What follows belongs to an exercise in optimizing a design on an open flow for a short achievable clock period and few clock cycles; a production flow would make more cautious choices. The RTL was checked by simulation tests, not by an equivalence proof against the original design. Power is estimated from default activity; no workload was simulated.

File: run.sh
#!/bin/bash
# synth_recipe.tcl (not shown) runs the flow's synth.tcl, then flattens the netlist and writes it again
# the make line also repeats each setting of config.mk as NAME=value (left out here)
make -C /OpenROAD-flow-scripts/flow DESIGN_CONFIG=/design/flow/config.mk WORK_HOME=/design/flow/orfs CLKGATE_MAP_FILE= SYNTH_SCRIPT=/design/flow/synth_recipe.tcl finish
File: config.mk
export PLATFORM = sky130hd
export DESIGN_NAME = riscv_pipeline
export DESIGN_NICKNAME = riscv_pipeline
export VERILOG_FILES = /design/flow/design.v
export SDC_FILE = /design/flow/constraint.sdc
export NUM_CORES = 4
export LEC_CHECK = 0
export ABC_CLOCK_PERIOD_IN_PS = 2000
export CAP_MARGIN = 20
export CORE_MARGIN = 2
export CORE_UTILIZATION = 40
export SETUP_SLACK_MARGIN = 4.5
export SLEW_MARGIN = 20
export TNS_END_PERCENT = 5
File: constraint.sdc
create_clock -name core_clock -period 7.0 [get_ports {clk}]
set_input_delay 1.4000 -clock core_clock [delete_from_list [all_inputs] [get_ports {clk}]]
set_output_delay 1.4000 -clock core_clock [all_outputs]
set_load 0.01 [all_outputs]
File: design.v
package riscv_isa_pkg;
    typedef logic [6:0] opcode_t;
    typedef logic [2:0] funct3_t;
    localparam opcode_t OPC_OP     = 7'b011_0011;
    localparam opcode_t OPC_OP_IMM = 7'b001_0011;
    localparam opcode_t OPC_LUI    = 7'b011_0111;
    localparam opcode_t OPC_LOAD   = 7'b000_0011;
    localparam opcode_t OPC_STORE  = 7'b010_0011;
    localparam opcode_t OPC_BRANCH = 7'b110_0011;
    localparam opcode_t OPC_JAL    = 7'b110_1111;
    localparam funct3_t F3_ADD_SUB = 3'b000;
    localparam funct3_t F3_SLT     = 3'b010;
    localparam funct3_t F3_XOR     = 3'b100;
    localparam funct3_t F3_OR      = 3'b110;
    localparam funct3_t F3_AND     = 3'b111;
    localparam funct3_t F3_BNE = 3'b001;
    typedef enum logic [2:0] {
        ALU_ADD    = 3'd0,
        ALU_SUB    = 3'd1,
        ALU_AND    = 3'd2,
        ALU_OR     = 3'd3,
        ALU_XOR    = 3'd4,
        ALU_SLT    = 3'd5,
        ALU_PASS_B = 3'd6
    } alu_op_t;
endpackage
package riscv_pipe_pkg;
    typedef logic [32-1:0] word_t;
    typedef logic [$clog2(32)-1:0] reg_idx_t;
    typedef logic [32-1:0] imm_t;
    typedef enum logic [1:0] {
        RES_ALU = 2'd0,
        RES_MEM = 2'd1,
        RES_PC4 = 2'd2
    } result_src_t;
    typedef enum logic [1:0] {
        FWD_NONE = 2'd0,
        FWD_WB   = 2'd1,
        FWD_MEM  = 2'd2
    } fwd_sel_t;
endpackage
`timescale 1ns/1ps
module ks_add32 (
    input  logic [31:0] a,
    input  logic [31:0] b,
    input  logic        cin,
    output logic [31:0] sum
);
    logic [31:0] p0, g [0:5], p [0:5];
    assign p0   = a ^ b;
    assign g[0] = (a & b) | {31'b0, p0[0] & cin};
    assign p[0] = {p0[31:1], 1'b0};
    genvar l, i;
    generate
        for (l = 0; l < 5; l++) begin : lvl
            for (i = 0; i < 32; i++) begin : bit_
                if (i >= (1 << l)) begin : comb
                    assign g[l+1][i] = g[l][i] | (p[l][i] & g[l][i-(1<<l)]);
                    assign p[l+1][i] = p[l][i] & p[l][i-(1<<l)];
                end else begin : pass
                    assign g[l+1][i] = g[l][i];
                    assign p[l+1][i] = p[l][i];
                end
            end
        end
    endgenerate
    assign sum = p0 ^ {g[5][30:0], cin};
endmodule
module exec (
    input  logic [31:0] rd1_e,
    input  logic [31:0] rd2_e,
    input  logic [31:0] opb_e,       
    input  logic        fa_e,        
    input  logic        fb_e,        
    input  logic        fbalu_e,     
    input  logic        sub_e,
    input  logic [5:0]  sel_e,       
    input  logic [31:0] alu_result_m,
    output logic [31:0] alu_result_e,
    output logic [31:0] store_e,
    output logic        equal_e,
    output logic        is_io_e      
);
    logic [31:0] a, b, sum, bt;
    logic        slt;
    assign a       = fa_e ? alu_result_m : rd1_e;
    assign store_e = fb_e ? alu_result_m : rd2_e;
    assign b       = fbalu_e ? (alu_result_m ^ {32{sub_e}}) : opb_e;
    ks_add32 add_i (.a(a), .b(b), .cin(sub_e), .sum(sum));
    assign bt  = b ^ {32{sub_e}};
    assign slt = (a[31] ^ bt[31]) ? a[31] : sum[31];
    assign alu_result_e = ({32{sel_e[0]}} & sum)
                        | {31'b0, sel_e[1] & slt}
                        | ({32{sel_e[2]}} & (a & b))
                        | ({32{sel_e[3]}} & (a | b))
                        | ({32{sel_e[4]}} & (a ^ b))
                        | ({32{sel_e[5]}} & b);
    logic eq_rr, eq_mr, eq_rm;
    assign eq_rr   = (rd1_e == rd2_e);
    assign eq_mr   = (alu_result_m == rd2_e);
    assign eq_rm   = (rd1_e == alu_result_m);
    assign equal_e = fa_e ? (fb_e | eq_mr) : (fb_e ? eq_rm : eq_rr);
    logic [31:0] ox, oa;
    logic [8:0]  c;
    assign ox = a ^ opb_e;
    assign oa = a & opb_e;
    always_comb begin
        c[0] = 1'b0;
        for (int k = 0; k < 8; k++) c[k+1] = oa[k] | (ox[k] & c[k]);
    end
    assign is_io_e = (~ox[31:8] == {oa[30:8], c[8]});
endmodule
`timescale 1ns/1ps
module riscv_pipeline (
    input  logic                  clk,
    input  logic                  rst,
    input  riscv_pipe_pkg::word_t instr,
    output riscv_pipe_pkg::word_t pc,
    input  riscv_pipe_pkg::word_t read_data,
    output logic                  data_we,
    output riscv_pipe_pkg::word_t data_addr,
    output riscv_pipe_pkg::word_t din,
    output riscv_pipe_pkg::word_t status,
    output riscv_pipe_pkg::word_t result_bytes
);
    localparam int BN = 8;              
    localparam int TB = 14;             
    logic [BN-1:0] btb_valid, btb_pt, btb_back;
    logic [TB-1:0] btb_tag [BN];
    logic [31:0]   btb_tgt [BN];
    logic [1:0]    btb_ctr [BN];
    logic [3:0]    btb_cnt [BN];
    logic [3:0]    btb_trip [BN];
    logic [31:0] pc_f, pc_next, instr_d, pc_d, btb_tgt_d;
    logic        valid_d_r, valid_d, took_d, hit_d, kill;
    logic        back_e, bne_e, pred_e, tgt_bad_e, trust_e;
    logic        valid_e_r, reg_write_e_r, mem_write_e_r, load_e_r, branch_e_r, jal_e_r;
    logic        valid_e, reg_write_e, mem_write_e, load_e, branch_e, jal_e;
    logic        fa_e, fb_e, fbalu_e, sub_e;
    logic [5:0]  sel_e;
    logic [31:0] rd1_e, rd2_e, opb_e, pc_e, alt_e, target_e, btb_tgt_e;
    logic [4:0]  rd_e;
    logic        reg_write_m, mem_write_m, load_m;
    logic [31:0] alu_result_m, store_m;
    logic [4:0]  rd_m;
    logic        upd_v, upd_taken, upd_inval, upd_jal, upd_back;
    logic [31:0] upd_pc, upd_target;
    logic [31:0] regs [1:31];
    logic [BN-1:0] match_f;
    logic          took_f, hit_f;
    logic [31:0]   tgt_f, pc4_f;
    always_comb begin
        tgt_f = '0;
        for (int k = 0; k < BN; k++) begin
            match_f[k] = btb_valid[k] && btb_tag[k] == pc_f[TB+1:2];
            tgt_f      = tgt_f | ({32{match_f[k]}} & btb_tgt[k]);
        end
    end
    assign hit_f  = |match_f;
    assign took_f = |(match_f & btb_pt);
    assign pc4_f  = {pc_f[31:2] + 30'd1, pc_f[1:0]};
    logic [6:0]  opc;
    logic [4:0]  rs1_d, rs2_d, rd_d;
    logic        is_op, is_opi, is_lui, is_load, is_store, is_branch, is_jal, is_cf;
    logic        use1, use2, stall, d_redir, pred_d, btb_ok;
    logic [31:0] imm_i, imm_s, imm_b, imm_j, imm_u, imm_t, pc4_d, target_d;
    logic [31:0] rd1_d, rd2_d, result_m, read_data_m, opb_d;
    logic        sub_d;
    logic [5:0]  sel_d;
    logic [2:0]  f3;
    logic        mispredict, taken_e, equal_e, is_io_e;
    logic [31:0] alu_result_e, store_e;
    assign opc   = instr_d[6:0];
    assign f3    = instr_d[14:12];
    assign rs1_d = instr_d[19:15];
    assign rs2_d = instr_d[24:20];
    assign rd_d  = instr_d[11:7];
    assign is_op     = (opc == riscv_isa_pkg::OPC_OP);
    assign is_opi    = (opc == riscv_isa_pkg::OPC_OP_IMM);
    assign is_lui    = (opc == riscv_isa_pkg::OPC_LUI);
    assign is_load   = (opc == riscv_isa_pkg::OPC_LOAD);
    assign is_store  = (opc == riscv_isa_pkg::OPC_STORE);
    assign is_branch = (opc == riscv_isa_pkg::OPC_BRANCH);
    assign is_jal    = (opc == riscv_isa_pkg::OPC_JAL);
    assign is_cf     = is_branch | is_jal;
    assign use1 = is_op | is_opi | is_load | is_store | is_branch;
    assign use2 = is_op | is_store | is_branch;
    assign imm_i = {{20{instr_d[31]}}, instr_d[31:20]};
    assign imm_s = {{20{instr_d[31]}}, instr_d[31:25], instr_d[11:7]};
    assign imm_b = {{19{instr_d[31]}}, instr_d[31], instr_d[7], instr_d[30:25], instr_d[11:8], 1'b0};
    assign imm_j = {{11{instr_d[31]}}, instr_d[31], instr_d[19:12], instr_d[20], instr_d[30:21], 1'b0};
    assign imm_u = {instr_d[31:12], 12'b0};
    assign imm_t = instr_d[3] ? imm_j : imm_b;
    assign pc4_d = {pc_d[31:2] + 30'd1, pc_d[1:0]};
    ks_add32 target_add_i (.a(pc_d), .b(imm_t), .cin(1'b0), .sum(target_d));
    assign stall = valid_d & load_e & (rd_e != 5'd0) &
                   ((use1 && rd_e == rs1_d) || (use2 && rd_e == rs2_d));
    assign btb_ok  = hit_d & is_cf;
    assign pred_d  = is_jal | (is_branch & (btb_ok ? took_d : instr_d[31]));
    assign d_redir = valid_d & !stall & ((pred_d != took_d) | (took_d & !btb_ok));
    assign result_m = load_m ? read_data_m : alu_result_m;
    always_ff @(posedge clk) begin
        if (reg_write_m && rd_m != 5'd0) begin
            regs[rd_m] <= result_m;
        end
    end
    assign rd1_d = (rs1_d == 5'd0) ? 32'd0 :
                   (reg_write_m && rd_m == rs1_d) ? result_m : regs[rs1_d];
    assign rd2_d = (rs2_d == 5'd0) ? 32'd0 :
                   (reg_write_m && rd_m == rs2_d) ? result_m : regs[rs2_d];
    always_comb begin
        sel_d = 6'b000001;
        sub_d = 1'b0;
        if (is_op | is_opi) begin
            case (f3)
                riscv_isa_pkg::F3_ADD_SUB: begin sel_d = 6'b000001; sub_d = is_op & instr_d[30]; end
                riscv_isa_pkg::F3_SLT:     begin sel_d = 6'b000010; sub_d = 1'b1; end
                riscv_isa_pkg::F3_XOR:     sel_d = 6'b010000;
                riscv_isa_pkg::F3_OR:      sel_d = 6'b001000;
                riscv_isa_pkg::F3_AND:     sel_d = 6'b000100;
                default:                   sel_d = 6'b000001;
            endcase
        end else if (is_lui | is_jal) begin
            sel_d = 6'b100000;
        end
    end
    always_comb begin
        if (is_op | is_branch)  opb_d = rd2_d;
        else if (is_lui)        opb_d = imm_u;
        else if (is_jal)        opb_d = pc4_d;
        else if (is_store)      opb_d = imm_s;
        else                    opb_d = imm_i;
    end
    exec exec_i (
        .rd1_e        (rd1_e),
        .rd2_e        (rd2_e),
        .opb_e        (opb_e),
        .fa_e         (fa_e),
        .fb_e         (fb_e),
        .fbalu_e      (fbalu_e),
        .sub_e        (sub_e),
        .sel_e        (sel_e),
        .alu_result_m (alu_result_m),
        .alu_result_e (alu_result_e),
        .store_e      (store_e),
        .equal_e      (equal_e),
        .is_io_e      (is_io_e)
    );
    logic [31:0] data_addr_n, din_n;
    always_ff @(posedge clk) begin
        if (rst) begin
            data_we <= 1'b0;
        end else begin
            data_we <= mem_write_e & !is_io_e;
        end
        data_addr_n <= ~alu_result_e;
        din_n       <= ~store_e;
    end
    assign data_addr = ~data_addr_n;
    assign din       = ~din_n;
    assign taken_e    = jal_e | (branch_e & (equal_e ^ bne_e));
    assign tgt_bad_e  = trust_e & (btb_tgt_e != target_e);
    assign mispredict = valid_e & (tgt_bad_e | (branch_e & (taken_e ^ pred_e)));
    logic is_io, hit_status, hit_result;
    assign hit_status = is_io & (alu_result_m[7:0] == 8'h00);
    assign hit_result = is_io & (alu_result_m[7:0] == 8'h04);
    assign read_data_m = !is_io    ? read_data :
                         hit_status ? status :
                         hit_result ? result_bytes : 32'd0;
    always_ff @(posedge clk) begin
        if (rst) begin
            status       <= '0;
            result_bytes <= '0;
        end else if (mem_write_m) begin
            if (hit_status) status <= store_m;
            if (hit_result) result_bytes <= store_m;
        end
    end
    always_comb begin
        if (rst) begin
            pc_next = 32'h0000_0000;
        end else if (mispredict) begin
            pc_next = tgt_bad_e ? pc_e : alt_e;
        end else if (stall) begin
            pc_next = pc_f;
        end else if (d_redir) begin
            pc_next = pred_d ? target_d : pc4_d;
        end else if (took_f) begin
            pc_next = tgt_f;
        end else begin
            pc_next = pc4_f;
        end
    end
    logic [31:0] pc_n;
    always_ff @(posedge clk) begin
        pc_f <= pc_next;
        pc_n <= ~pc_next;
    end
    assign pc = ~pc_n;
    always_ff @(posedge clk) begin
        if (rst) begin
            valid_d_r <= 1'b0;
            kill      <= 1'b0;
        end else begin
            if (!stall) valid_d_r <= !d_redir;
            kill <= mispredict;
        end
    end
    always_ff @(posedge clk) begin
        if (!stall) begin
            instr_d   <= instr;
            pc_d      <= pc_f;
            took_d    <= took_f;
            hit_d     <= hit_f;
            btb_tgt_d <= tgt_f;
        end
    end
    logic go_e;
    assign go_e        = valid_d & !stall;
    assign valid_d     = valid_d_r & !kill;
    assign valid_e     = valid_e_r & !kill;
    assign reg_write_e = reg_write_e_r & !kill;
    assign mem_write_e = mem_write_e_r & !kill;
    assign load_e      = load_e_r & !kill;
    assign branch_e    = branch_e_r & !kill;
    assign jal_e       = jal_e_r & !kill;
    always_ff @(posedge clk) begin
        if (rst) begin
            valid_e_r   <= 1'b0;
            reg_write_e_r <= 1'b0;
            mem_write_e_r <= 1'b0;
            load_e_r    <= 1'b0;
            branch_e_r  <= 1'b0;
            jal_e_r     <= 1'b0;
        end else begin
            valid_e_r   <= go_e;
            reg_write_e_r <= go_e & (is_op | is_opi | is_lui | is_load | is_jal) & (rd_d != 5'd0);
            mem_write_e_r <= go_e & is_store;
            load_e_r    <= go_e & is_load;
            branch_e_r  <= go_e & is_branch;
            jal_e_r     <= go_e & is_jal;
        end
    end
    always_ff @(posedge clk) begin
        bne_e     <= (f3 == riscv_isa_pkg::F3_BNE);
        back_e    <= is_branch & instr_d[31];
        pred_e    <= pred_d;
        trust_e   <= took_d & btb_ok;
        btb_tgt_e <= btb_tgt_d;
        alt_e     <= pred_d ? pc4_d : target_d;
        target_e  <= target_d;
        pc_e      <= pc_d;
        rd_e      <= rd_d;
        rd1_e     <= rd1_d;
        rd2_e     <= rd2_d;
        opb_e     <= opb_d ^ {32{sub_d}};
        sub_e     <= sub_d;
        sel_e     <= sel_d;
        fa_e      <= reg_write_e & (rd_e == rs1_d);
        fb_e      <= reg_write_e & (rd_e == rs2_d);
        fbalu_e   <= reg_write_e & (rd_e == rs2_d) & (is_op | is_branch);
    end
    always_ff @(posedge clk) begin
        if (rst) begin
            reg_write_m <= 1'b0;
            mem_write_m <= 1'b0;
            load_m      <= 1'b0;
            upd_v       <= 1'b0;
        end else begin
            reg_write_m <= reg_write_e;
            mem_write_m <= mem_write_e;
            load_m      <= load_e;
            upd_v       <= branch_e | jal_e;
        end
    end
    always_ff @(posedge clk) begin
        alu_result_m <= alu_result_e;
        is_io        <= is_io_e;
        store_m      <= store_e;
        rd_m         <= rd_e;
        upd_pc       <= pc_e;
        upd_taken    <= taken_e;
        upd_inval    <= tgt_bad_e;
        upd_jal      <= jal_e;
        upd_back     <= back_e;
        upd_target   <= target_e;
    end
    logic [BN-1:0] e_match, upd_match, upd_sel, rr, wr;
    logic          e_hit, upd_hit, upd_write;
    logic [1:0]    e_ctr, upd_ctr, new_ctr;
    logic [3:0]    e_cnt, e_trip, upd_cnt, upd_trip, new_cnt, new_trip;
    always_comb begin
        e_ctr  = '0;
        e_cnt  = '0;
        e_trip = '0;
        for (int k = 0; k < BN; k++) begin
            if (wr[k]) begin
                e_match[k] = upd_pc[TB+1:2] == pc_e[TB+1:2];
                e_ctr  = e_ctr  | ({2{e_match[k]}} & new_ctr);
                e_cnt  = e_cnt  | ({4{e_match[k]}} & new_cnt);
                e_trip = e_trip | ({4{e_match[k]}} & new_trip);
            end else begin
                e_match[k] = btb_valid[k] && btb_tag[k] == pc_e[TB+1:2];
                e_ctr  = e_ctr  | ({2{e_match[k]}} & btb_ctr[k]);
                e_cnt  = e_cnt  | ({4{e_match[k]}} & btb_cnt[k]);
                e_trip = e_trip | ({4{e_match[k]}} & btb_trip[k]);
            end
        end
    end
    assign e_hit = |e_match;
    always_ff @(posedge clk) begin
        upd_hit   <= e_hit;
        upd_match <= e_match;
        upd_ctr   <= e_ctr;
        upd_cnt   <= e_cnt;
        upd_trip  <= e_trip;
    end
    assign upd_write = upd_v && !upd_inval && (upd_hit || upd_taken || upd_back);
    assign upd_sel   = upd_hit ? upd_match : rr;
    assign wr        = upd_write ? upd_sel : '0;
    always_comb begin
        if (upd_hit) begin
            new_ctr  = upd_taken ? ((upd_ctr == 2'b11) ? 2'b11 : upd_ctr + 2'b01)
                                 : ((upd_ctr == 2'b00) ? 2'b00 : upd_ctr - 2'b01);
            new_cnt  = upd_taken ? ((upd_cnt == 4'hF) ? 4'hF : upd_cnt + 4'h1) : 4'h0;
            new_trip = upd_taken ? upd_trip : upd_cnt;
        end else begin
            new_ctr  = upd_taken ? (upd_jal ? 2'b11 : 2'b10) : 2'b01;
            new_cnt  = upd_taken ? 4'h1 : 4'h0;
            new_trip = upd_taken ? 4'hF : 4'h0;
        end
    end
    always_ff @(posedge clk) begin
        if (rst) begin
            btb_valid <= '0;
            rr        <= {{(BN-1){1'b0}}, 1'b1};
        end else begin
            if (upd_v && upd_inval) begin
                btb_valid <= btb_valid & ~upd_match;
            end else begin
                btb_valid <= btb_valid | wr;
            end
            if (upd_write && !upd_hit) begin
                rr <= {rr[BN-2:0], rr[BN-1]};
            end
        end
    end
    always_ff @(posedge clk) begin
        for (int k = 0; k < BN; k++) begin
            if (wr[k]) begin
                btb_tag[k]  <= upd_pc[TB+1:2];
                btb_tgt[k]  <= upd_target;
                btb_back[k] <= upd_back;
                btb_ctr[k]  <= new_ctr;
                btb_cnt[k]  <= new_cnt;
                btb_trip[k] <= new_trip;
                btb_pt[k]   <= new_ctr[1] && !(upd_back && new_trip != 4'hF && new_cnt == new_trip);
            end
        end
    end
endmodule
==> results.sh, run 1 <==
export IMPL_status="finished clean"
export IMPL_critPathBufInv=3
export IMPL_top_register="regs"
export IMPL_drv_slew=0
export IMPL_cts_tree="built"
export IMPL_cp_max_fo=6
export IMPL_max_clock_path_buffers=3
export IMPL_path_clk_slew_ps=60
export IMPL_setup_tns_ps=0
export IMPL_rsz0062_at_grt="true"
export IMPL_pwr_share_seq_pct=48.0
export IMPL_hold_viol_final=0
export IMPL_worst_pin_slew_ps=1250
export IMPL_viasPerCell=6.13
export IMPL_drive_above_1_share_pct=26.6
export IMPL_ys_seq_area_share_pct=60.7
export IMPL_final_nets=7512
export IMPL_ctsRootBufferMaster="clkbuf_16"
export IMPL_hold_class="reg2reg"
export IMPL_post_route_min_period_ps=3680
export IMPL_ctsHtreeMaxLevel=4
export IMPL_fp_dieW_um=495
export IMPL_yosysWarnings=10
export IMPL_ant_nets=0
export IMPL_cts_inserted_buffers=221
export IMPL_fillerInstances=20100
export IMPL_overflow=0
export IMPL_grt_max_degree=70
export IMPL_synthCells=6818
export IMPL_setup_worst_path_start_class="flip-flop"
export IMPL_synth_area_leader_cell="edfxtp_1"
export IMPL_pwr_share_comb_pct=13.5
export IMPL_crit_path_frequent_cell="and3_4"
export IMPL_routed_wl_um=348000
export IMPL_slew_headroom_pct=15.7
export IMPL_cellPowerDensity_nw_per_um2=268
export IMPL_routed_via_count=65700
export IMPL_syn_nets=7014
export IMPL_placed_cell_area_um2=103000
export IMPL_grt_use_total_pct=27.6
export IMPL_synth_top_flop_cell="edfxtp_1"
export IMPL_insertion_delay_ps=900
export IMPL_arrival_ps=4470
export IMPL_synth_cell_types=88
export IMPL_post_route_period_util_pct=52.6
export IMPL_die_y_um=495
export IMPL_avgSynthCellArea_um2=14.2
export IMPL_initial_core_util_pct=40.2
export IMPL_post_drt_wl_per_cell_um=32.5
export IMPL_maxCapViolations=0
export IMPL_dp_hpwl_um=209000
export IMPL_crit_family="compound AO/OA/AOI/OAI gates"
export IMPL_fmax_ghz=0.272
export IMPL_synth_common_cells="edfxtp_1 (1546), dfxtp_1 (606), mux4_2 (512), nand2_1 (410), xnor2_1 (385)"
export IMPL_synth_edf_count=1546
export IMPL_ff2ff_path_depth=14
export IMPL_top_regs="regs: 992 flops, btb_tgt: 256 flops, btb_tag: 112 flops"
export IMPL_first_pass_iters=8
export IMPL_io_pins=227
export IMPL_core_um2=240000
export IMPL_ys_async_sr_fraction_pct=0
export IMPL_largest_reg_flops=992
export IMPL_drc=0
export IMPL_path_cells="buf_4 > buf_8 > buf_16 > mux2_4 > ha_4 > and3_4 > and3_4 > o311ai_4 > a211oi_2 > nor4b_2 > a311o_1 > xnor2_2 > maj3_2 > a221o_1"
export IMPL_max_stage_delay_ps=460
export IMPL_crit_path_end_kind="flip-flop"
export IMPL_gp_congestion=0.960
export IMPL_worst_setup_path_type="reg2reg"
export IMPL_power_mw=31.8
export IMPL_port_buffers=226
export IMPL_min_path_cells=0
export IMPL_rows=180
export IMPL_clkPwrFrac_pct=38.5
export IMPL_ir_drop_mv=0.222
export IMPL_yosysMostFrequentCell="edfxtp_1"
export IMPL_area_growth_pct=23.0
export IMPL_grt_pass1_wl_um=483000
export IMPL_cp_required_ps=7790
export IMPL_synth_top_cells_by_area="edfxtp_1 (48%), dfxtp_1 (13%), mux4_2 (12%), xnor2_1 (3.5%), mux2i_1 (2.3%)"
export IMPL_p_int_mw=23.3
export IMPL_multi_input_area_um2=39100
export IMPL_cts_sink_count=2152
export IMPL_grt_pass1_vias=63500
export IMPL_clock_skew_ps=81.2
export IMPL_switchingPower_mw=8.49
export IMPL_ys_ff_latch=2152
export IMPL_cpMaxStageDelayCell="dfxtp_4"
export IMPL_crit_cells=14
export IMPL_syn_area_um2=96500
export IMPL_leakagePower_nw=41.1
export IMPL_final_setup_viol_count=0
export IMPL_seqCellArea_um2=58700
export IMPL_finish_instance_area_um2=119000
export IMPL_drtIter0Drc=8368
export IMPL_die_area_um2=245000
export IMPL_netSwitchingFraction_pct=26.7
export IMPL_grt_antenna_before_repair=11
export IMPL_synth_top_area_share_pct=48.1
[layer usage]
metal	GRT usage, %	wire length (um)	share of wire (%)	vias up
met5	0	40	0.011	-
met4	13.1	18100	5.2	6
met3	5.50	34700	10	705
met2	42.1	157000	45	3813
met1	37.9	139000	40	33900
li1	-	-	-	27300
[kinds of logic (layout without fill, tap and decap cells)]
family,Yosys count,count (layout),share of synthesized area [%]
compound gates,1190,1192,8.29
xor+xnor,532,532,4.83
fa+ha+maj,132,132,1.73
buf+inv,732,1426,2.96
flops,2152,2152,60.7
mux,839,839,15.5
other cells,0,8,0
simple gates,1241,1242,6.05
[what timing repair did]
action,4_1_cts,5_1_grt
resized for setup,659,246
setup endpoints to repair,2586,2389
cloned,43,5
hold buffers,0,0
pin swaps,135,98
setup buffers,190,73
[layout by cell type (no fill, tap or decap), drive strengths merged, types with 116 or more instances in the layout]
| master | n |
|---|---|
| edfxtp | 1546 |
| dfxtp | 606 |
| mux4 | 512 |
| buf | 461 |
| nand2 | 410 |
| xnor2 | 385 |
| a21oi | 359 |
| nor2 | 308 |
| inv | 306 |
| clkbuf | 287 |
| mux2i | 235 |
| clkdlybuf4s50 | 224 |
| o21ai | 187 |
| xor2 | 147 |
| a22oi | 132 |
| ha | 127 |
| nand3 | 116 |
[per-stage QoR]
stage	hold WS [ps]	utilization, %	setup WS (ps)	std cells
floorplan	310	-	3100	6818
global placement	324	42.9	2060	9967
detailed placement	319	42.9	2000	9967
CTS	284	48.6	3410	10600
global route	306	49.4	3250	10700
finish	286	49.4	3320	10700
[final cells by class]
type                    count  share of cell area (%)
clock inverters           138                    1.31
flip-flops and latches   2152                    49.4
clock buffers             284                    5.04
multi-input cells        3937                    32.9
repair buffers            705                    6.99
well taps                3185                    3.36
diodes                      8                  0.0169
inverters                 299                   0.978
[worst paths after layout]
kind,slack [ps],from,to
worst max-delay path,3320,fa_e,alu_result_m[0]
worst min register to register,290,btb_tgt_d[5],btb_tgt_e[5]
worst max register to register,3320,fa_e,alu_result_m[0]
worst min-delay path,290,btb_tgt_d[5],btb_tgt_e[5]
[power by group through the flow]
| stage | Combinational [mW] | Clock, mW | Sequential, mW |
|---|---|---|---|
| floorplan | 2.13 | 0 | 15.1 |
| global placement | 3.50 | 0 | 15.5 |
| detailed placement | 3.55 | 0 | 15.5 |
| CTS | 4.03 | 12.3 | 15.2 |
| global route | 4.48 | 12.8 | 15.3 |
| finish | 4.28 | 12.2 | 15.3 |
Testbench counts, summed over its fixed seeds: cycles 70,241.
==> inputs of run 2 (changes only) <==
--- a/design.v
+++ b/design.v
@@ -72,8 +72,4 @@
     input  logic [31:0] opb_e,       
-    input  logic        fa_e,        
-    input  logic        fb_e,        
-    input  logic        fbalu_e,     
     input  logic        sub_e,
     input  logic [5:0]  sel_e,       
-    input  logic [31:0] alu_result_m,
     output logic [31:0] alu_result_e,
@@ -83,10 +79,9 @@
 );
-    logic [31:0] a, b, sum, bt;
+    logic [31:0] a, b, sum;
     logic        slt;
-    assign a       = fa_e ? alu_result_m : rd1_e;
-    assign store_e = fb_e ? alu_result_m : rd2_e;
-    assign b       = fbalu_e ? (alu_result_m ^ {32{sub_e}}) : opb_e;
-    ks_add32 add_i (.a(a), .b(b), .cin(sub_e), .sum(sum));
-    assign bt  = b ^ {32{sub_e}};
-    assign slt = (a[31] ^ bt[31]) ? a[31] : sum[31];
+    assign a       = rd1_e;
+    assign b       = opb_e;
+    assign store_e = rd2_e;
+    ks_add32 add_i (.a(a), .b(b ^ {32{sub_e}}), .cin(sub_e), .sum(sum));
+    assign slt = (a[31] ^ b[31]) ? a[31] : sum[31];
     assign alu_result_e = ({32{sel_e[0]}} & sum)
@@ -97,11 +92,7 @@
                         | ({32{sel_e[5]}} & b);
-    logic eq_rr, eq_mr, eq_rm;
-    assign eq_rr   = (rd1_e == rd2_e);
-    assign eq_mr   = (alu_result_m == rd2_e);
-    assign eq_rm   = (rd1_e == alu_result_m);
-    assign equal_e = fa_e ? (fb_e | eq_mr) : (fb_e ? eq_rm : eq_rr);
+    assign equal_e = (rd1_e == rd2_e);
     logic [31:0] ox, oa;
     logic [8:0]  c;
-    assign ox = a ^ opb_e;
-    assign oa = a & opb_e;
+    assign ox = a ^ b;
+    assign oa = a & b;
     always_comb begin
@@ -134,3 +125,6 @@
     logic [31:0] pc_f, pc_next, instr_d, pc_d, btb_tgt_d;
-    logic        valid_d_r, valid_d, took_d, hit_d, kill;
+    logic        valid_d_r, valid_d, took_d, kill;
+    logic        is_op, is_opi, is_lui, is_load, is_store, is_branch, is_jal;
+    logic        btb_ok, pred_d, need_d;
+    logic [31:0] raw1_d, raw2_d;
     logic        back_e, bne_e, pred_e, tgt_bad_e, trust_e;
@@ -138,3 +132,3 @@
     logic        valid_e, reg_write_e, mem_write_e, load_e, branch_e, jal_e;
-    logic        fa_e, fb_e, fbalu_e, sub_e;
+    logic        sub_e;
     logic [5:0]  sel_e;
@@ -143,3 +137,5 @@
     logic        reg_write_m, mem_write_m, load_m;
-    logic [31:0] alu_result_m, store_m;
+    logic [31:0] alu_result_m, store_m, alu_result_m_n, store_m_n;
+    assign alu_result_m = ~alu_result_m_n;
+    assign store_m      = ~store_m_n;
     logic [4:0]  rd_m;
@@ -159,9 +155,53 @@
     assign hit_f  = |match_f;
+    logic [12:0] imm_b;
+    logic [20:0] imm_j;
+    logic [13:0] lo_b;
+    logic [21:0] lo_j;
+    logic [18:0] hi_b;
+    logic [10:0] hi_j;
+    logic [31:0] target_f;
+    assign imm_b = {instr[31], instr[7], instr[30:25], instr[11:8], 1'b0};
+    assign imm_j = {instr[31], instr[19:12], instr[20], instr[30:21], 1'b0};
+    assign lo_b  = {1'b0, pc_f[12:0]} + {1'b0, imm_b};
+    assign lo_j  = {1'b0, pc_f[20:0]} + {1'b0, imm_j};
+    logic [18:0] inc_b, dec_b;
+    logic [10:0] inc_j, dec_j;
+    always_comb begin
+        for (int k = 0; k < 19; k++) begin
+            inc_b[k] = pc_f[13+k] ^ ((pc_f[31:13] | ~(19'h7FFFF >> (19 - k))) == 19'h7FFFF);
+            dec_b[k] = pc_f[13+k] ^ ((pc_f[31:13] & (19'h7FFFF >> (19 - k))) == 19'h0);
+        end
+        for (int k = 0; k < 11; k++) begin
+            inc_j[k] = pc_f[21+k] ^ ((pc_f[31:21] | ~(11'h7FF >> (11 - k))) == 11'h7FF);
+            dec_j[k] = pc_f[21+k] ^ ((pc_f[31:21] & (11'h7FF >> (11 - k))) == 11'h0);
+        end
+    end
+    assign hi_b  = (lo_b[13] == imm_b[12]) ? pc_f[31:13] : lo_b[13] ? inc_b : dec_b;
+    assign hi_j  = (lo_j[21] == imm_j[20]) ? pc_f[31:21] : lo_j[21] ? inc_j : dec_j;
+    assign target_f = instr[3] ? {hi_j, lo_j[20:0]} : {hi_b, lo_b[12:0]};
+    logic [6:0]  opc_f;
+    logic [4:0]  rs1_f, rs2_f;
+    logic        op_f, opi_f, lui_f, load_f, store_f, branch_f, jal_f, ok_f, pred_f;
+    logic [31:0] raw1_f, raw2_f;
+    assign opc_f    = instr[6:0];
+    assign rs1_f    = instr[19:15];
+    assign rs2_f    = instr[24:20];
+    assign op_f     = (opc_f == riscv_isa_pkg::OPC_OP);
+    assign opi_f    = (opc_f == riscv_isa_pkg::OPC_OP_IMM);
+    assign lui_f    = (opc_f == riscv_isa_pkg::OPC_LUI);
+    assign load_f   = (opc_f == riscv_isa_pkg::OPC_LOAD);
+    assign store_f  = (opc_f == riscv_isa_pkg::OPC_STORE);
+    assign branch_f = (opc_f == riscv_isa_pkg::OPC_BRANCH);
+    assign jal_f    = (opc_f == riscv_isa_pkg::OPC_JAL);
+    assign ok_f   = hit_f & (branch_f | jal_f);
+    assign pred_f = jal_f | (branch_f & (ok_f ? took_f : instr[31]));
+    assign raw1_f = (rs1_f == 5'd0) ? 32'd0 :
+                    (reg_write_m && rd_m == rs1_f) ? result_m : regs[rs1_f];
+    assign raw2_f = (rs2_f == 5'd0) ? 32'd0 :
+                    (reg_write_m && rd_m == rs2_f) ? result_m : regs[rs2_f];
     assign took_f = |(match_f & btb_pt);
     assign pc4_f  = {pc_f[31:2] + 30'd1, pc_f[1:0]};
-    logic [6:0]  opc;
     logic [4:0]  rs1_d, rs2_d, rd_d;
-    logic        is_op, is_opi, is_lui, is_load, is_store, is_branch, is_jal, is_cf;
-    logic        use1, use2, stall, d_redir, pred_d, btb_ok;
-    logic [31:0] imm_i, imm_s, imm_b, imm_j, imm_u, imm_t, pc4_d, target_d;
+    logic        use1, use2, stall, d_redir, fa_d, fb_d;
+    logic [31:0] imm_i, imm_s, imm_u, pc4_d, target_d;
     logic [31:0] rd1_d, rd2_d, result_m, read_data_m, opb_d;
@@ -172,3 +212,2 @@
     logic [31:0] alu_result_e, store_e;
-    assign opc   = instr_d[6:0];
     assign f3    = instr_d[14:12];
@@ -177,10 +216,2 @@
     assign rd_d  = instr_d[11:7];
-    assign is_op     = (opc == riscv_isa_pkg::OPC_OP);
-    assign is_opi    = (opc == riscv_isa_pkg::OPC_OP_IMM);
-    assign is_lui    = (opc == riscv_isa_pkg::OPC_LUI);
-    assign is_load   = (opc == riscv_isa_pkg::OPC_LOAD);
-    assign is_store  = (opc == riscv_isa_pkg::OPC_STORE);
-    assign is_branch = (opc == riscv_isa_pkg::OPC_BRANCH);
-    assign is_jal    = (opc == riscv_isa_pkg::OPC_JAL);
-    assign is_cf     = is_branch | is_jal;
     assign use1 = is_op | is_opi | is_load | is_store | is_branch;
@@ -189,13 +220,8 @@
     assign imm_s = {{20{instr_d[31]}}, instr_d[31:25], instr_d[11:7]};
-    assign imm_b = {{19{instr_d[31]}}, instr_d[31], instr_d[7], instr_d[30:25], instr_d[11:8], 1'b0};
-    assign imm_j = {{11{instr_d[31]}}, instr_d[31], instr_d[19:12], instr_d[20], instr_d[30:21], 1'b0};
     assign imm_u = {instr_d[31:12], 12'b0};
-    assign imm_t = instr_d[3] ? imm_j : imm_b;
-    assign pc4_d = {pc_d[31:2] + 30'd1, pc_d[1:0]};
-    ks_add32 target_add_i (.a(pc_d), .b(imm_t), .cin(1'b0), .sum(target_d));
+    assign fa_d = reg_write_e & (rd_e == rs1_d);
+    assign fb_d = reg_write_e & (rd_e == rs2_d);
     assign stall = valid_d & load_e & (rd_e != 5'd0) &
                    ((use1 && rd_e == rs1_d) || (use2 && rd_e == rs2_d));
-    assign btb_ok  = hit_d & is_cf;
-    assign pred_d  = is_jal | (is_branch & (btb_ok ? took_d : instr_d[31]));
-    assign d_redir = valid_d & !stall & ((pred_d != took_d) | (took_d & !btb_ok));
+    assign d_redir = valid_d & !stall & need_d;
     assign result_m = load_m ? read_data_m : alu_result_m;
@@ -206,6 +232,4 @@
     end
-    assign rd1_d = (rs1_d == 5'd0) ? 32'd0 :
-                   (reg_write_m && rd_m == rs1_d) ? result_m : regs[rs1_d];
-    assign rd2_d = (rs2_d == 5'd0) ? 32'd0 :
-                   (reg_write_m && rd_m == rs2_d) ? result_m : regs[rs2_d];
+    assign rd1_d = (reg_write_m && rd_m == rs1_d) ? result_m : raw1_d;
+    assign rd2_d = (reg_write_m && rd_m == rs2_d) ? result_m : raw2_d;
     always_comb begin
@@ -237,8 +261,4 @@
         .opb_e        (opb_e),
-        .fa_e         (fa_e),
-        .fb_e         (fb_e),
-        .fbalu_e      (fbalu_e),
         .sub_e        (sub_e),
         .sel_e        (sel_e),
-        .alu_result_m (alu_result_m),
         .alu_result_e (alu_result_e),
@@ -248,3 +268,2 @@
     );
-    logic [31:0] data_addr_n, din_n;
     always_ff @(posedge clk) begin
@@ -255,7 +274,5 @@
         end
-        data_addr_n <= ~alu_result_e;
-        din_n       <= ~store_e;
+        data_addr <= alu_result_e;
+        din       <= store_e;
     end
-    assign data_addr = ~data_addr_n;
-    assign din       = ~din_n;
     assign taken_e    = jal_e | (branch_e & (equal_e ^ bne_e));
@@ -293,8 +310,8 @@
     end
-    logic [31:0] pc_n;
+    logic [31:0] pc_f_n;
     always_ff @(posedge clk) begin
-        pc_f <= pc_next;
-        pc_n <= ~pc_next;
+        pc   <= pc_next;
+        pc_f_n <= ~pc_next;
     end
-    assign pc = ~pc_n;
+    assign pc_f = ~pc_f_n;
     always_ff @(posedge clk) begin
@@ -312,5 +329,21 @@
             pc_d      <= pc_f;
+            pc4_d     <= pc4_f;
+            target_d  <= target_f;
             took_d    <= took_f;
-            hit_d     <= hit_f;
             btb_tgt_d <= tgt_f;
+            is_op     <= op_f;
+            is_opi    <= opi_f;
+            is_lui    <= lui_f;
+            is_load   <= load_f;
+            is_store  <= store_f;
+            is_branch <= branch_f;
+            is_jal    <= jal_f;
+            btb_ok    <= ok_f;
+            pred_d    <= pred_f;
+            need_d    <= (pred_f != took_f) | (took_f & !ok_f);
+            raw1_d    <= raw1_f;
+            raw2_d    <= raw2_f;
+        end else begin
+            raw1_d    <= rd1_d;
+            raw2_d    <= rd2_d;
         end
@@ -353,10 +386,7 @@
         rd_e      <= rd_d;
-        rd1_e     <= rd1_d;
-        rd2_e     <= rd2_d;
-        opb_e     <= opb_d ^ {32{sub_d}};
+        rd1_e     <= fa_d ? alu_result_e : rd1_d;
+        rd2_e     <= fb_d ? alu_result_e : rd2_d;
+        opb_e     <= (fb_d & (is_op | is_branch)) ? alu_result_e : opb_d;
         sub_e     <= sub_d;
         sel_e     <= sel_d;
-        fa_e      <= reg_write_e & (rd_e == rs1_d);
-        fb_e      <= reg_write_e & (rd_e == rs2_d);
-        fbalu_e   <= reg_write_e & (rd_e == rs2_d) & (is_op | is_branch);
     end
@@ -376,5 +406,5 @@
     always_ff @(posedge clk) begin
-        alu_result_m <= alu_result_e;
+        alu_result_m_n <= ~alu_result_e;
         is_io        <= is_io_e;
-        store_m      <= store_e;
+        store_m_n    <= ~store_e;
         rd_m         <= rd_e;
@@ -396,13 +426,6 @@
         for (int k = 0; k < BN; k++) begin
-            if (wr[k]) begin
-                e_match[k] = upd_pc[TB+1:2] == pc_e[TB+1:2];
-                e_ctr  = e_ctr  | ({2{e_match[k]}} & new_ctr);
-                e_cnt  = e_cnt  | ({4{e_match[k]}} & new_cnt);
-                e_trip = e_trip | ({4{e_match[k]}} & new_trip);
-            end else begin
-                e_match[k] = btb_valid[k] && btb_tag[k] == pc_e[TB+1:2];
-                e_ctr  = e_ctr  | ({2{e_match[k]}} & btb_ctr[k]);
-                e_cnt  = e_cnt  | ({4{e_match[k]}} & btb_cnt[k]);
-                e_trip = e_trip | ({4{e_match[k]}} & btb_trip[k]);
-            end
+            e_match[k] = btb_valid[k] && btb_tag[k] == pc_e[TB+1:2];
+            e_ctr  = e_ctr  | ({2{e_match[k]}} & btb_ctr[k]);
+            e_cnt  = e_cnt  | ({4{e_match[k]}} & btb_cnt[k]);
+            e_trip = e_trip | ({4{e_match[k]}} & btb_trip[k]);
         end
==> results.sh, run 2 <==
export IMPL_fin_cells=10500
export IMPL_clock_skew_ps=69.4
export IMPL_syn_nets=6705
export IMPL_post_drt_wl_per_cell_um=34.2
export IMPL_slew_headroom_pct=27.4
export IMPL_dp_hpwl_um=207000
export IMPL_synth_common_cells="edfxtp_1 (1609), dfxtp_1 (663), mux4_2 (576), mux2i_1 (354), nor2_1 (342)"
export IMPL_die_area_um2=251000
export IMPL_cts_inserted_buffers=227
export IMPL_mostFrequentLayoutCell="edfxtp_1"
export IMPL_rsz0062_at_grt="true"
export IMPL_synth_top_area_share_pct=49.0
export IMPL_status="finished clean"
export IMPL_crit_path_end_kind="flip-flop"
export IMPL_avgSynthCellArea_um2=15.1
export IMPL_largest_reg_flops=992
export IMPL_viasPerCell=6.24
export IMPL_routed_wl_um=359000
export IMPL_final_cell_mix="edfxtp_1 (1609), dfxtp_1 (594), mux4_2 (576), nor2_1 (302), buf_4 (297)"
export IMPL_ctsHoldBuffers=0
export IMPL_ctsHtreeMaxLevel=4
export IMPL_yosysMostFrequentCell="edfxtp_1"
export IMPL_final_setup_viol_count=0
export IMPL_setup_tns_ps=0
export IMPL_final_core_util_pct=49.0
export IMPL_gp_congestion=0.942
export IMPL_grt_max_degree=72
export IMPL_hp_start="pc_d[17]"
export IMPL_die_y_um=501
export IMPL_first_pass_iters=8
export IMPL_hold_ws_ps=300
export IMPL_worst_setup_path_type="reg2reg"
export IMPL_hold_viol_final=0
export IMPL_maxCapViolations=0
export IMPL_drc=0
export IMPL_cp_required_ps=7740
export IMPL_drive_above_1_share_pct=27.7
export IMPL_final_nets=7255
export IMPL_ir_drop_mv=0.245
export IMPL_synthMuxAreaShare_pct=17.3
export IMPL_ctsRootBufferMaster="clkbuf_16"
export IMPL_synth_area_leader_cell="edfxtp_1"
export IMPL_routed_via_count=65600
export IMPL_insertion_delay_ps=920
export IMPL_cp_max_fo=8
export IMPL_post_route_min_period_ps=3360
export IMPL_dp_cells=9700
export IMPL_synthAdderAreaFrac_pct=1.62
export IMPL_initial_core_util_pct=40.2
export IMPL_finish_instance_area_um2=120000
export IMPL_yosys_area_share_simple_pct=5.00
export IMPL_leakagePower_nw=42.1
export IMPL_hold_class="reg2reg"
export IMPL_cellPowerDensity_nw_per_um2=274
export IMPL_cts_sink_count=2272
export IMPL_path_clk_slew_ps=70
export IMPL_ys_seq_area_share_pct=62.4
export IMPL_cts_tree="built"
export IMPL_io_pins=227
export IMPL_grt_pass1_vias=63200
export IMPL_yosysWarnings=10
export IMPL_grt_use_total_pct=27.7
export IMPL_synthCells=6514
export IMPL_crit_start="sub_e"
export IMPL_worst_pin_slew_ps=1060
export IMPL_pre_cts_ws_ps=2300
export IMPL_max_clock_path_buffers=3
export IMPL_reg2reg_from="sub_e"
export IMPL_core_um2=245000
export IMPL_synth_top_flop_cell="edfxtp_1"
export IMPL_area_growth_pct=22.0
export IMPL_setup_ws_ps=3640
export IMPL_drv_slew=0
export IMPL_synthXorXnorAreaFrac_pct=4.19
export IMPL_post_route_period_util_pct=47.9
export IMPL_ys_async_sr_fraction_pct=0
export IMPL_placed_cell_area_um2=105000
export IMPL_synth_top_family_by_area="multiplexers"
export IMPL_fmax_ghz=0.298
export IMPL_drtIter0Drc=8726
export IMPL_syn_area_um2=98600
export IMPL_grt_antenna_before_repair=42
export IMPL_synth_compound_area_share_pct=7.05
export IMPL_ys_ff_latch=2272
export IMPL_arrival_ps=4100
export IMPL_power_mw=33.0
export IMPL_max_stage_delay_ps=550
export IMPL_rows=182
export IMPL_setup_worst_path_start_class="flip-flop"
export IMPL_top_regs="regs: 992 flops, btb_tgt: 256 flops, btb_tag: 112 flops"
export IMPL_synth_top_cells_by_area="edfxtp_1 (49%), dfxtp_1 (13%), mux4_2 (13%), mux2i_1 (3.6%), xor2_1 (2.2%)"
export IMPL_synth_edf_count=1609
export IMPL_fp_dieW_um=501
export IMPL_overflow=0
export IMPL_synth_cell_types=88
export IMPL_grt_pass1_wl_um=491000
export IMPL_cpMaxStageDelayCell="or4b_4"
export IMPL_top_register="regs"
export IMPL_fillerInstances=20500
export IMPL_ant_nets=0
export IMPL_path_cells="buf_4 > xor2_1 > ha_1 > a21oi_2 > nor2b_2 > or4b_4 > buf_6 > a311oi_4 > buf_4 > o21ai_1 > nand2_1 > xnor2_2 > a21oi_4 > buf_6 > mux2i_1"
export IMPL_port_buffers=226
==> run 2: changes by cell type after synthesis, sizes merged, moves of 108 or more <==
cell   before  now
o22ai       4  112
xnor2     385  224
a21oi     358  223
inv       298  182
nand2     410  294
mux2i     235  355
==> run 2: path summary, 6_finish.rpt <==
path / to / slack [ps] / depth (start not counted)
worst max-delay path: rd1_e[17] / 3640 / 15
worst min-delay path: pc_e[17] / 300 / 0
worst max register to register: rd1_e[17] / 3640 / 15
worst min register to register: pc_e[17] / 300 / 0
==> run 2: power by group <==
part           leakage [nW]  switching (mW)  internal, mW
logic                  18.2            2.81          1.80
registers              20.3           0.567          15.5
clock network          3.66            5.34          6.89
total                  42.1            8.72          24.2
==> run 2: worst max-delay path: cells and delay by family (launching register included) <==
family / cells / cell delay, ps
AO/OA/AOI/OAI: 4 / 770
multiplexers: 1 / 60
flip-flops: 1 / 400
XOR/XNOR: 2 / 250
AND/OR/NAND/NOR: 3 / 720
adder cells (fa/ha/maj): 1 / 370
buffers and inverters: 4 / 610
==> run 2: cell type report <==
type / instances / area (um^2) / area share, %
Inverter: 183 / 754 / 0.627
Timing Repair Buffer: 726 / 8450 / 7.02
Timing Repair inverter: 5 / 53.8 / 0.0447
Sequential cell: 2272 / 61700 / 51.3
Clock inverter: 121 / 1220 / 1.01
Clock buffer: 309 / 6240 / 5.19
Multi-Input combinational cell: 3649 / 37800 / 31.4
Antenna cell: 14 / 35.0 / 0.0291
Tap cell: 3220 / 4030 / 3.35
==> run 2: cell families (layout without fill, tap and decap cells) <==
family	Yosys count	count (layout)
buffers and inverters	604	1344
AOI/OAI and AO/OA	1027	1028
muxes	975	980
and+or+nand+nor	1038	1043
adders and majority gates	126	126
DFF	2272	2272
xor gates and xnor gates	472	472
other	0	14
==> run 2: layer usage <==
layer | up-vias | global-route usage [%] | wire length [um]
met3 | 790 | 6.19 | 38900
met1 | 34100 | 37.9 | 140000
met4 | 28 | 12.5 | 17700
met2 | 4048 | 42.3 | 163000
li1 | 26600 | - | -
met5 | - | 0 | 200
==> run 2: repair_timing <==
item                       in CTS  in global routing
setup endpoints to repair    2471               2028
resized for setup             772                107
buffers inserted              235                 53
gates cloned                   45                 21
pin swaps                     206                 27
Testbench counts of run 2, summed over its fixed seeds: cycles 70,241.
==> inputs of run 3 (changes only) <==
--- a/design.v
+++ b/design.v
@@ -84,4 +84,4 @@
     assign store_e = rd2_e;
-    ks_add32 add_i (.a(a), .b(b ^ {32{sub_e}}), .cin(sub_e), .sum(sum));
-    assign slt = (a[31] ^ b[31]) ? a[31] : sum[31];
+    ks_add32 add_i (.a(a), .b(b), .cin(sub_e), .sum(sum));
+    assign slt = (a[31] ^ b[31] ^ sub_e) ? a[31] : sum[31];
     assign alu_result_e = ({32{sel_e[0]}} & sum)
@@ -223,4 +223,5 @@
     assign fb_d = reg_write_e & (rd_e == rs2_d);
-    assign stall = valid_d & load_e & (rd_e != 5'd0) &
-                   ((use1 && rd_e == rs1_d) || (use2 && rd_e == rs2_d));
+    assign stall = valid_d & ((load_e & (rd_e != 5'd0) &
+                               ((use1 && rd_e == rs1_d) || (use2 && rd_e == rs2_d))) |
+                              (is_op & sub_d & fb_d));
     assign d_redir = valid_d & !stall & need_d;
@@ -388,3 +389,3 @@
         rd2_e     <= fb_d ? alu_result_e : rd2_d;
-        opb_e     <= (fb_d & (is_op | is_branch)) ? alu_result_e : opb_d;
+        opb_e     <= (fb_d & (is_op | is_branch)) ? alu_result_e : (opb_d ^ {32{sub_d}});
         sub_e     <= sub_d;
==> results.sh, run 3 <==
export IMPL_status="finished clean"
export IMPL_cp_max_fo=8
export IMPL_synth_top_flop_cell="edfxtp_1"
export IMPL_worst_pin_slew_ps=1320
export IMPL_fmax_ghz=0.293
export IMPL_hold_ws_ps=268
export IMPL_arrival_ps=4200
export IMPL_cts_inserted_buffers=231
export IMPL_drive_above_1_share_pct=27.3
export IMPL_synth_common_cells="edfxtp_1 (1609), dfxtp_1 (663), mux4_2 (576), mux2i_1 (379), nor2_1 (354)"
export IMPL_ff2ff_path_depth=12
export IMPL_rrSetupSlack_ps=3590
export IMPL_gp_congestion=0.928
export IMPL_slew_headroom_pct=12.1
export IMPL_ys_seq_area_share_pct=62.4
export IMPL_cellPowerDensity_nw_per_um2=277
export IMPL_whs_endpoint="pc_e[26]"
export IMPL_mostFrequentLayoutCell="edfxtp_1"
export IMPL_worst_setup_path_type="reg2reg"
export IMPL_ys_ff_latch=2272
export IMPL_top_register="regs"
export IMPL_port_buffers=226
export IMPL_viasPerCell=6.19
export IMPL_dp_hpwl_um=201000
export IMPL_die_y_um=501
export IMPL_io_pins=227
export IMPL_final_cell_mix="edfxtp_1 (1609), mux4_2 (576), dfxtp_1 (564), mux2i_1 (311), nor2_1 (310)"
export IMPL_setup_tns_ps=0
export IMPL_setup_worst_path_start_class="flip-flop"
export IMPL_cts_tree="built"
export IMPL_maxCapViolations=0
export IMPL_grt_antenna_before_repair=14
export IMPL_grt_use_total_pct=27.3
export IMPL_max_clock_path_buffers=3
export IMPL_yosysMostFrequentCell="edfxtp_1"
export IMPL_cpMaxStageDelayCell="or4b_1"
export IMPL_first_pass_iters=8
export IMPL_die_area_um2=251000
export IMPL_hp_start="pc_d[26]"
export IMPL_drtIter0Drc=8792
export IMPL_core_um2=246000
export IMPL_synth_top_area_share_pct=48.9
export IMPL_synth_cell_types=86
export IMPL_path_clk_slew_ps=70
export IMPL_synth_top_cells_by_area="edfxtp_1 (49%), dfxtp_1 (13%), mux4_2 (13%), mux2i_1 (3.8%), xor2_1 (2.0%)"
export IMPL_path_cells="xor2_1 > nor4_2 > nand4_1 > nor2_4 > xnor2_2 > or4b_1 > and3_4 > a21oi_4 > buf_12 > buf_12 > mux2_4 > or2_1"
export IMPL_insertion_delay_ps=920
export IMPL_ctsHtreeMaxLevel=4
export IMPL_initial_core_util_pct=40.2
export IMPL_max_stage_delay_ps=470
export IMPL_min_path_cells=0
export IMPL_synth_area_leader_cell="edfxtp_1"
export IMPL_ant_nets=0
export IMPL_clock_skew_ps=92.9
export IMPL_rows=182
export IMPL_leakagePower_nw=41.8
export IMPL_synthCells=6561
export IMPL_routed_via_count=65000
export IMPL_largest_reg_flops=992
export IMPL_ys_async_sr_fraction_pct=0
export IMPL_post_drt_wl_per_cell_um=33.5
export IMPL_hold_class="reg2reg"
export IMPL_fp_dieW_um=501
export IMPL_syn_area_um2=98700
export IMPL_grt_pass1_wl_um=485000
export IMPL_ctsRootBufferMaster="clkbuf_16"
export IMPL_yosysWarnings=10
export IMPL_ir_drop_mv=0.272
export IMPL_finish_instance_area_um2=120000
export IMPL_overflow=0
export IMPL_top_regs="regs: 992 flops, btb_tgt: 256 flops, btb_tag: 112 flops"
export IMPL_ctsHoldBuffers=0
export IMPL_grt_max_degree=82
export IMPL_fillerInstances=20500
export IMPL_crit_path_end_kind="flip-flop"
export IMPL_post_route_period_util_pct=48.7
export IMPL_avgSynthCellArea_um2=15.1
export IMPL_routed_wl_um=352000
export IMPL_placed_cell_area_um2=105000
export IMPL_hold_viol_final=0
export IMPL_grt_pass1_vias=62700
export IMPL_synth_edf_count=1609
export IMPL_cp_required_ps=7790
export IMPL_reg2reg_to="pc_f_n[24]"
export IMPL_setup_ws_ps=3590
export IMPL_rsz0062_at_grt="true"
export IMPL_pre_cts_ws_ps=1830
export IMPL_final_setup_viol_count=0
export IMPL_final_nets=7252
export IMPL_drc=0
export IMPL_cts_sink_count=2272
export IMPL_reg2reg_from="rd1_e[26]"
export IMPL_post_route_min_period_ps=3410
export IMPL_syn_nets=6745
export IMPL_drv_slew=0
export IMPL_crit_path_frequent_cell="buf_12"
export IMPL_power_mw=33.4
export IMPL_area_growth_pct=21.9
[run 3: cell families after synthesis]
logic type	after synthesis	synth area share [%]
XOR/XNOR	412	3.65
AO/OA/AOI/OAI	1068	7.12
adder cells (fa/ha/maj)	119	1.70
flip-flops	2272	62.4
buffers and inverters	636	2.55
AND/OR/NAND/NOR	1046	5.02
multiplexers	1008	17.6
[run 3: metrics by stage]
| step | utilization (%) | std cells |
|---|---|---|
| detailed placement | 42.9 | 9731 |
| finish | 49.0 | 10500 |
| global route | 49.0 | 10500 |
| CTS | 48.5 | 10400 |
| global placement | 42.9 | 9731 |
| floorplan | - | 6561 |
[run 3: timing repair]
action	in CTS	in global routing
pin swaps	114	55
gates cloned	59	5
endpoints found under the setup margin	2788	2038
setup buffers	199	61
resized for setup	624	136
[run 3: metal layers]
metal | wire (um) | track usage (%) | part of all wire [%]
met5 | 109 | 0 | 0.031
met2 | 165000 | 43.4 | 47
met4 | 18900 | 12.5 | 5.4
met1 | 135000 | 36.1 | 38
met3 | 33900 | 5.57 | 9.6
[run 3: final cells by class]
cell class / instances / area (um^2) / share of cell area (%)
clock buffer: 314 / 6580 / 5.47
antenna: 5 / 12.5 / 0.0104
tap: 3220 / 4030 / 3.35
multi-input combinational: 3666 / 37400 / 31.1
timing repair buffer: 682 / 7950 / 6.61
clock inverter: 126 / 1630 / 1.35
sequential: 2272 / 61800 / 51.4
timing repair inverter: 3 / 37.5 / 0.0312
inverter: 212 / 855 / 0.710
[run 3: worst max-delay path: cells and delay by family (launching register included)]
kind	cells	cell delay, ps
xor gates and xnor gates	2	210
buffers and inverters	2	350
muxes	1	310
AOI/OAI and AO/OA	1	270
and+or+nand+nor	6	1710
DFF	1	460
[run 3: how the worst max path moves through the flow]
stage | from | to | slack, ps | depth (start not counted)
after global placement | instr[28] | target_d[22] | 1700 | 12
after detailed placement | instr[28] | target_d[27] | 1830 | 12
after global routing | rd1_e[1] | pc_f_n[24] | 3620 | 13
after CTS | rd1_e[5] | pc_f_n[24] | 3680 | 12
after floorplan | instr[21] | target_d[22] | 3130 | 13
final | rd1_e[26] | pc_f_n[24] | 3590 | 12
[run 3: power breakdown]
group          switching [mW]  internal [mW]
Combinational            2.63           1.63
Sequential              0.484           15.5
Clock                    5.51           7.66
Testbench counts of run 3, summed over its fixed seeds: cycles 70,339.
==> inputs of run 4 (changes only) <==
--- a/design.v
+++ b/design.v
@@ -129,3 +129,3 @@
     logic [31:0] raw1_d, raw2_d;
-    logic        back_e, bne_e, pred_e, tgt_bad_e, trust_e;
+    logic        back_e, bne_e, pred_e, tgt_bad_e;
     logic        valid_e_r, reg_write_e_r, mem_write_e_r, load_e_r, branch_e_r, jal_e_r;
@@ -134,3 +134,3 @@
     logic [5:0]  sel_e;
-    logic [31:0] rd1_e, rd2_e, opb_e, pc_e, alt_e, target_e, btb_tgt_e;
+    logic [31:0] rd1_e, rd2_e, opb_e, pc_e, alt_e, target_e;
     logic [4:0]  rd_e;
@@ -279,4 +279,7 @@
     assign taken_e    = jal_e | (branch_e & (equal_e ^ bne_e));
-    assign tgt_bad_e  = trust_e & (btb_tgt_e != target_e);
-    assign mispredict = valid_e & (tgt_bad_e | (branch_e & (taken_e ^ pred_e)));
+    logic mis_eq, mis_ne;
+    logic [31:0] pc_next_eq, pc_next_ne;
+    assign mis_eq     = valid_e & (tgt_bad_e | (branch_e & !(bne_e ^ pred_e)));
+    assign mis_ne     = valid_e & (tgt_bad_e | (branch_e & (bne_e ^ pred_e)));
+    assign mispredict = equal_e ? mis_eq : mis_ne;
     logic is_io, hit_status, hit_result;
@@ -296,17 +299,20 @@
     end
+    logic [31:0] pc_norm, pc_redir;
     always_comb begin
         if (rst) begin
-            pc_next = 32'h0000_0000;
-        end else if (mispredict) begin
-            pc_next = tgt_bad_e ? pc_e : alt_e;
+            pc_norm = 32'h0000_0000;
         end else if (stall) begin
-            pc_next = pc_f;
+            pc_norm = pc_f;
         end else if (d_redir) begin
-            pc_next = pred_d ? target_d : pc4_d;
+            pc_norm = pred_d ? target_d : pc4_d;
         end else if (took_f) begin
-            pc_next = tgt_f;
+            pc_norm = tgt_f;
         end else begin
-            pc_next = pc4_f;
+            pc_norm = pc4_f;
         end
     end
+    assign pc_redir   = tgt_bad_e ? pc_e : alt_e;
+    assign pc_next_eq = (mis_eq & !rst) ? pc_redir : pc_norm;
+    assign pc_next_ne = (mis_ne & !rst) ? pc_redir : pc_norm;
+    assign pc_next    = equal_e ? pc_next_eq : pc_next_ne;
     logic [31:0] pc_f_n;
@@ -381,4 +387,3 @@
         pred_e    <= pred_d;
-        trust_e   <= took_d & btb_ok;
-        btb_tgt_e <= btb_tgt_d;
+        tgt_bad_e <= took_d & btb_ok & (btb_tgt_d != target_d);
         alt_e     <= pred_d ? pc4_d : target_d;
==> results.sh, run 4 <==
export IMPL_status="finished clean"
export IMPL_leakagePower_nw=43.3
export IMPL_pwr_share_seq_pct=48.1
export IMPL_pre_cts_ws_ps=2180
export IMPL_synth_top_flop_cell="edfxtp_1"
export IMPL_path_cells="buf_4 > nor2_2 > buf_4 > nand2_1 > a221oi_1 > nor2_1 > a22o_1 > a221oi_2"
export IMPL_hp_start="pc_d[19]"
export IMPL_dp_hpwl_um=210000
export IMPL_min_path_cells=0
export IMPL_io_pins=227
export IMPL_maxCapViolations=0
export IMPL_top_register="regs"
export IMPL_fmax_ghz=0.296
export IMPL_routed_wl_um=376000
export IMPL_ys_async_sr_fraction_pct=0
export IMPL_p_int_mw=24.2
export IMPL_synth_top_cells_by_area="edfxtp_1 (49%), mux4_2 (13%), dfxtp_1 (13%), mux2i_1 (3.7%), xnor2_1 (2.2%)"
export IMPL_final_setup_viol_count=0
export IMPL_final_nets=7476
export IMPL_port_buffers=226
export IMPL_cellPowerDensity_nw_per_um2=264
export IMPL_grt_max_degree=65
export IMPL_rrSetupSlack_ps=3630
export IMPL_cts_tree="built"
export IMPL_core_um2=245000
export IMPL_post_drt_wl_per_cell_um=35.0
export IMPL_drive_above_1_share_pct=32.3
export IMPL_ctsHoldBuffers=0
export IMPL_critPathBufInv=2
export IMPL_slew_headroom_pct=22.7
export IMPL_synth_cell_types=93
export IMPL_post_route_min_period_ps=3370
export IMPL_crit_family="compound AO/OA/AOI/OAI gates"
export IMPL_cts_inserted_buffers=225
export IMPL_netSwitchingFraction_pct=26.2
export IMPL_grt_pass1_wl_um=514000
export IMPL_max_stage_delay_ps=1000
export IMPL_first_pass_iters=7
export IMPL_cpMaxStageDelayCell="a221oi_1"
export IMPL_die_area_um2=250000
export IMPL_top_regs="regs: 992 flops, btb_tgt: 256 flops, btb_tag: 112 flops"
export IMPL_drc=0
export IMPL_whs_endpoint="pc_e[19]"
export IMPL_synth_area_leader_cell="edfxtp_1"
export IMPL_setup_tns_ps=0
export IMPL_ant_nets=0
export IMPL_initial_core_util_pct=40.1
export IMPL_ff2ff_path_depth=8
export IMPL_clkPwrFrac_pct=38.4
export IMPL_avgSynthCellArea_um2=15.0
export IMPL_pwr_share_comb_pct=13.6
export IMPL_cp_max_fo=27
export IMPL_gp_congestion=0.955
export IMPL_multi_input_area_um2=39200
export IMPL_clock_skew_ps=84.7
export IMPL_max_clock_path_buffers=3
export IMPL_ctsRootBufferMaster="clkbuf_16"
export IMPL_yosysWarnings=10
export IMPL_insertion_delay_ps=920
export IMPL_rsz0062_at_grt="true"
export IMPL_seqCellArea_um2=61200
export IMPL_overflow=0
export IMPL_rows=182
export IMPL_crit_path_frequent_cell="buf_4"
export IMPL_fp_dieW_um=500
export IMPL_synthCells=6560
export IMPL_hold_class="reg2reg"
export IMPL_worst_pin_slew_ps=1150
export IMPL_ys_seq_area_share_pct=61.9
export IMPL_drtIter0Drc=10100
export IMPL_final_cell_mix="edfxtp_1 (1609), mux4_2 (576), dfxtp_1 (534), buf_4 (406), nor2_1 (295)"
export IMPL_die_y_um=500
export IMPL_synth_top_area_share_pct=49.1
export IMPL_drv_slew=0
export IMPL_reg2reg_from="is_branch"
export IMPL_grt_pass1_vias=65400
export IMPL_worst_setup_path_type="reg2reg"
export IMPL_grt_use_total_pct=29.3
export IMPL_area_growth_pct=25.9
export IMPL_fillerInstances=20100
export IMPL_synth_common_cells="edfxtp_1 (1609), dfxtp_1 (631), mux4_2 (576), mux2i_1 (368), nor2_1 (340)"
export IMPL_ctsHtreeMaxLevel=4
export IMPL_switchingPower_mw=8.57
export IMPL_setup_worst_path_start_class="flip-flop"
export IMPL_path_clk_slew_ps=70
export IMPL_largest_reg_flops=992
export IMPL_setup_ws_ps=3630
export IMPL_synth_edf_count=1609
export IMPL_ys_ff_latch=2240
export IMPL_routed_via_count=67900
export IMPL_mostFrequentLayoutCell="edfxtp_1"
export IMPL_reg2reg_to="opb_e[13]"
export IMPL_hold_viol_final=0
export IMPL_arrival_ps=4160
export IMPL_syn_nets=6744
export IMPL_cp_required_ps=7790
export IMPL_crit_path_end_kind="flip-flop"
export IMPL_grt_antenna_before_repair=15
export IMPL_cts_sink_count=2240
export IMPL_post_route_period_util_pct=48.2
export IMPL_yosysMostFrequentCell="edfxtp_1"
export IMPL_syn_area_um2=98500
export IMPL_ir_drop_mv=0.222
export IMPL_viasPerCell=6.33
run 4: power by group through the flow:
stage | combinational [mW] | clock, mW | sequential, mW
after CTS | 4.18 | 12.7 | 15.7
final | 4.44 | 12.6 | 15.7
after floorplan | 1.90 | 0 | 15.8
after global placement | 3.42 | 0 | 15.9
after detailed placement | 3.47 | 0 | 16.0
after global routing | 4.63 | 13.2 | 15.7
run 4: stage by stage:
stage | std cells | area [um^2] | hold WS, ps | utilization (%) | total power, mW
floorplan | 6560 | 98800 | 310 | - | 17.7
global placement | 9750 | 105000 | 310 | 43.0 | 19.4
CTS | 10600 | 123000 | 308 | 50.1 | 32.5
global route | 10700 | 124000 | 314 | 50.5 | 33.5
detailed placement | 9752 | 105000 | 312 | 43.0 | 19.4
finish | 10700 | 124000 | 303 | 50.6 | 32.7
run 4: area by class of cell:
class	instances	share of cell area (%)
antenna	13	0.0262
clock buffer	312	5.15
clock inverter	117	1.07
inverter	213	0.732
multi-input combinational	3697	31.6
sequential	2240	49.3
tap	3220	3.25
timing repair buffer	911	8.79
timing repair inverter	4	0.0272
run 4: logic make-up (layout without fill, tap and decap cells):
| logic type | Yosys count | in the layout | synth area share [%] |
|---|---|---|---|
| adders and majority gates | 119 | 119 | 1.71 |
| muxes | 1014 | 1019 | 17.7 |
| xor gates and xnor gates | 404 | 404 | 3.59 |
| AOI/OAI and AO/OA | 1106 | 1110 | 7.47 |
| other | 0 | 13 | 0 |
| and+or+nand+nor | 1037 | 1045 | 5.06 |
| buffers and inverters | 640 | 1557 | 2.55 |
| DFF | 2240 | 2240 | 61.9 |
run 4: timing repair:
| action | in CTS | in global routing |
|---|---|---|
| gates cloned | 86 | 8 |
| setup buffers | 379 | 60 |
| pin swaps | 268 | 73 |
| setup endpoints to repair | 3023 | 1849 |
| gates resized for setup | 1155 | 144 |
run 4: routing by layer:
metal  vias to the layer above  global-route usage (%)  wire length [um]
li1                      27300                       -                 -
met1                     35100                    37.9            138000
met2                      4518                    45.2            170000
met3                       920                    7.19             42100
met4                        10                    15.9             24700
met5                         -                       0                69
run 4: how the worst max path moves through the flow:
stage                        from             to  slack [ps]  cells past startpoint
floorplan               instr[28]   target_d[23]        3350                     12
detailed placement      instr[21]      raw2_d[2]        2180                      7
CTS                         sub_e  data_addr[28]        3890                     14
finish                  is_branch      opb_e[13]        3630                      8
global placement    read_data[24]      opb_e[24]        2060                      8
global route             rd1_e[0]      opb_e[30]        3740                     13
Testbench counts of run 4, summed over its fixed seeds: cycles 70,339.

## afterwards: timing with drivers on the ports
No port has a modelled driver above. Below, the same layouts with a new extraction and two added sets of constraints. Step 1, drivers: a clkbuf_16 drives clk and a buf_2 each remaining input, both assumed. Step 2 also shifts input and output timing later by t, the mid clock arrival at the registers, as if the neighbouring blocks saw the same clock. a / b / c = no drivers / after step 1 / after step 2; a / b = the first two.
run | t, ns | setup WS [ns] | worst setup path after step 2
run 1 | 0.961 | 3.320 / 3.320 / 2.923 | input to register
run 2 | 0.967 | 3.644 / 3.601 / 2.634 | input to register
run 3 | 0.966 | 3.589 / 3.589 / 2.678 | input to register
run 4 | 0.968 | 3.626 / 3.626 / 2.742 | input to register
After both steps every run listed still meets setup and hold. The setup slack of run 2, which loses most, moves by -0.043 ns with the drivers and by -1.010 ns with both steps.
